Context: an optimization exercise on an open-source flow, tuned for small area. The choices shown serve that exercise and are no tape-out recipe.
In this exercise RTL edits were held to simulation tests only and were not proved equivalent to the original.

S:
Design tank_game_top, start of the top module:
module tank_game_top
#(
    parameter int TICK_CYCLES = 200
) (
    input  wire         clk_100mhz,
    input  wire         rst,
    input  wire         press,
    input  wire         move_btn,
    input  wire         shoot_btn,
    input  wire [1:0]   dir_in,
    input  wire         spawn_valid,
    input  wire [9:0]   spawn_x,
    input  wire [9:0]   spawn_y,
    output logic        running,
    output logic [9:0]  player_x,
    output logic [9:0]  player_y,
    output logic [1:0]  player_dir,
    output logic [$clog2(8 + 1) - 1:0] bullet_count,
    output logic [$clog2(4 + 1) - 1:0] target_count,
    output logic [4*4 - 1:0]          score
);
export LEC_CHECK = 0
export CAP_MARGIN = 20
export CORE_MARGIN = 2
export CORE_UTILIZATION = 60
export SLEW_MARGIN = 20
create_clock -name core_clock -period 10.0 [get_ports {clk_100mhz}]
standard.sh (not shown) runs the stock make flow with config.mk's settings and CLKGATE_MAP_FILE= SYNTH_SCRIPT=/design/flow/synth_recipe.tcl, a recipe that flattens the netlist after the stock synthesis.
==> flow/flow/run.sh <==
#!/bin/bash
# Layout flow: the standard flow, except that
#  - synthesis maps the logic between the flip-flops with an area-oriented
#    ABC script (flow/area.abc) instead of ORFS's delay-oriented one, and
#    leaves adders to ABC (no full/half-adder cell extraction). Flip-flop
#    mapping and names, flattening and renaming are the standard
#    synthesis's, so the registers are the standard synthesis's;
#  - the clock tree is built with the options in flow/cts_args.
set -euo pipefail
work=$(pwd)

# ORFS scripts with only the ABC script replaced
rm -rf "$work/scripts_area"
cp -r "$FLOW_HOME/scripts" "$work/scripts_area"
cp "$work/flow/area.abc" "$work/scripts_area/abc_speed.script"

# synthesis: standard.sh's make command with the copied scripts
sed 's|^make -C |make SCRIPTS_DIR='"$work"'/scripts_area ADDER_MAP_FILE= -C |' standard.sh > standard_area.sh
grep -q "SCRIPTS_DIR=$work/scripts_area" standard_area.sh
bash standard_area.sh synth > synth.log 2>&1

# the rest of the standard layout, with the clock tree options in flow/cts_args
export CTS_ARGS="$(cat "$work/flow/cts_args")"
bash standard.sh finish > layout.log 2>&1
==> flow/flow/area.abc <==
strash
dch
map -a
mfs2
strash
dch
map -a
mfs2
strash
dch
map -a
topo
stime -c
==> flow/flow/cts_args <==
-sink_clustering_enable -repair_clock_nets -sink_clustering_size 18 -sink_clustering_max_diameter 80 -buf_list sky130_fd_sc_hd__clkbuf_8 -root_buf sky130_fd_sc_hd__clkbuf_8 -tree_buf sky130_fd_sc_hd__clkbuf_8 -dont_use_dummy_load
Inputs modified between S and Q:
-- flow/design.v --
<<< S, line 50
        for (int i = 0; i < 6; i++) begin
            step6[i] = a[i] ^ c;
            c = c & (a[i] ^ dn);
        end
>>> Q, line 50
        for (int i = 0; i < 6; i++) begin
            step6[i] = a[i] ^ c;
            c = c & (a[i] ^ dn);
        end
    endfunction
    function automatic logic [5:0] step6c(input logic [5:0] a, input logic dn, input logic cin);
        logic c;
        c = cin;
        for (int i = 0; i < 6; i++) begin
            step6c[i] = a[i] ^ c;
            c = c & (a[i] ^ dn);
        end
<<< S, line 138
            if (running && btn_edge[1]) begin
                pdir <= dir_s1;
                case (dir_s1)
                    2'd0: if (px != 6'd0)  px <= step6(px, 1'b1);
                    2'd1: if (px != 6'd57) px <= step6(px, 1'b0);
                    2'd2: if (py != 6'd0)  py <= step6(py, 1'b1);
                    default: if (py != 6'd42) py <= step6(py, 1'b0);
                endcase
            end
            if (wr_gnt) wr_req <= 1'b0;
>>> Q, line 146
            if (running && btn_edge[1]) begin
                pdir <= dir_s1;
                px <= step6c(px, ~dir_s1[0], !dir_s1[1] && px != (dir_s1[0] ? 6'd57 : 6'd0));
                py <= step6c(py, ~dir_s1[0],  dir_s1[1] && py != (dir_s1[0] ? 6'd42 : 6'd0));
            end
            if (wr_gnt) wr_req <= 1'b0;
<<< S, line 159
    assign player_y   = {4'd0, py};
    assign player_dir = pdir;
    logic [13:0] ring [8];
    logic [2:0]  free_slot;
    logic [2:0]  wr_pos;
>>> Q, line 163
    assign player_y   = {4'd0, py};
    assign player_dir = pdir;
    logic [7:0][13:0] ring;
    logic [2:0]  free_slot;
    logic [2:0]  wr_pos;
<<< S, line 187
    assign hv = valid_rot[ph[2:0]];
    always_comb begin
        nx = hd[1] ? hx : step6(hx, ~hd[0]);
        ny = hd[1] ? step6(hy, ~hd[0]) : hy;
        case (hd)
            2'd0: leaves = hx == 6'd63;
>>> Q, line 191
    assign hv = valid_rot[ph[2:0]];
    always_comb begin
        nx = hd[1] ? hx : step6c(hx, ~hd[0], step);
        ny = hd[1] ? step6c(hy, ~hd[0], step) : hy;
        case (hd)
            2'd0: leaves = hx == 6'd63;
<<< S, line 215
                ring[p] <= {wr_dir, wr_y, wr_x};
            else if (p == 7)
                ring[p] <= step ? {hd, ny, nx} : ring[0];
            else
                ring[p] <= ring[p + 1];
>>> Q, line 219
                ring[p] <= {wr_dir, wr_y, wr_x};
            else if (p == 7)
                ring[p] <= {hd, ny, nx};
            else
                ring[p] <= ring[p + 1];
<<< S, line 239
        bullet_count = {e[1] & f[1], e[1] ^ f[1], f[0], d[0]};
    end
    logic [5:0] tx [4];
    logic [5:0] ty [4];
    logic [3:0] tvalid;
    logic [3:0] match;
>>> Q, line 243
        bullet_count = {e[1] & f[1], e[1] ^ f[1], f[0], d[0]};
    end
    logic [3:0][5:0] tx;
    logic [3:0][5:0] ty;
    logic [3:0] tvalid;
    logic [3:0] match;
<<< S, line 296
    always_ff @(posedge clk_100mhz) begin
        if (spawn_ok) begin
            tx[free_idx] <= dead ? 6'd59 : spx_m1;
            ty[free_idx] <= spy_m1;
        end
    end
>>> Q, line 300
    always_ff @(posedge clk_100mhz) begin
        if (spawn_ok) begin
            for (int i = 0; i < 4; i++) begin
                if (free_idx == 2'(i)) begin
                    tx[i] <= dead ? 6'd59 : spx_m1;
                    ty[i] <= spy_m1;
                end
            end
        end
    end
Notes after the runs:
- Q was carried through to the last stage, and its layout satisfied the timing, DRC and antenna checks.
- S: all stages complete, timing, DRC and antenna checks passed
- Q -> S: number of search-and-repair iterations in the first detailed-routing pass delta 0, exact match
- Re final cycle utilization of the critical path: Q and S aren't equal, and the higher value belongs to S.
- Summary of Q over S: worst slew margin relative to its limit now sits lower; final critical path time including I/O delays and setup now sits lower; first-pass GRT wire length now sits lower.
- Fmax: Q > S
- S leaves less setup margin than Q.
- [Q] layout net count fell about 1.7% relative to S
- met3 routed wirelength in Q is 150 um higher than in S
- Delta (Q minus S): worst reg2reg path depth rose by 1, die span in x fell 0.55 um, core utilization fell 0.28 points.
- Between S and Q, the flow reports number of cells on the critical path increasing by a few percent.

-- what the ideal ports hide --
The results above use ideal ports. As a check the final layouts listed here were re-extracted and re-timed, cells and wires unchanged.
Step 1, drivers: a clkbuf_16 drives clk_100mhz and a buf_2 each remaining input, both assumed.
Step 2 adds t to the input delays and takes it off the output delays; t is the mean of the earliest and latest rising clock arrival at the registers after step 1. Input paths then give back, and output paths get back, about the clock's delay inside the block.
a / b / c = no drivers / after step 1 / after step 2; a / b = the first two.
| run | t (ns) | slack for setup (ns) | clock arrival spread, ns | worst data-port slew with drivers (ns) | cell pins on the clock port's net |
|---|---|---|---|---|---|
| S | 0.530 | 4.450 / 4.450 / 4.450 | 0.040 / 0.041 | 0.04 | 1 |
| Q | 0.540 | 4.578 / 4.578 / 4.578 | 0.023 / 0.023 | 0.04 | 1 |
After both steps setup and hold are still met in every run listed.
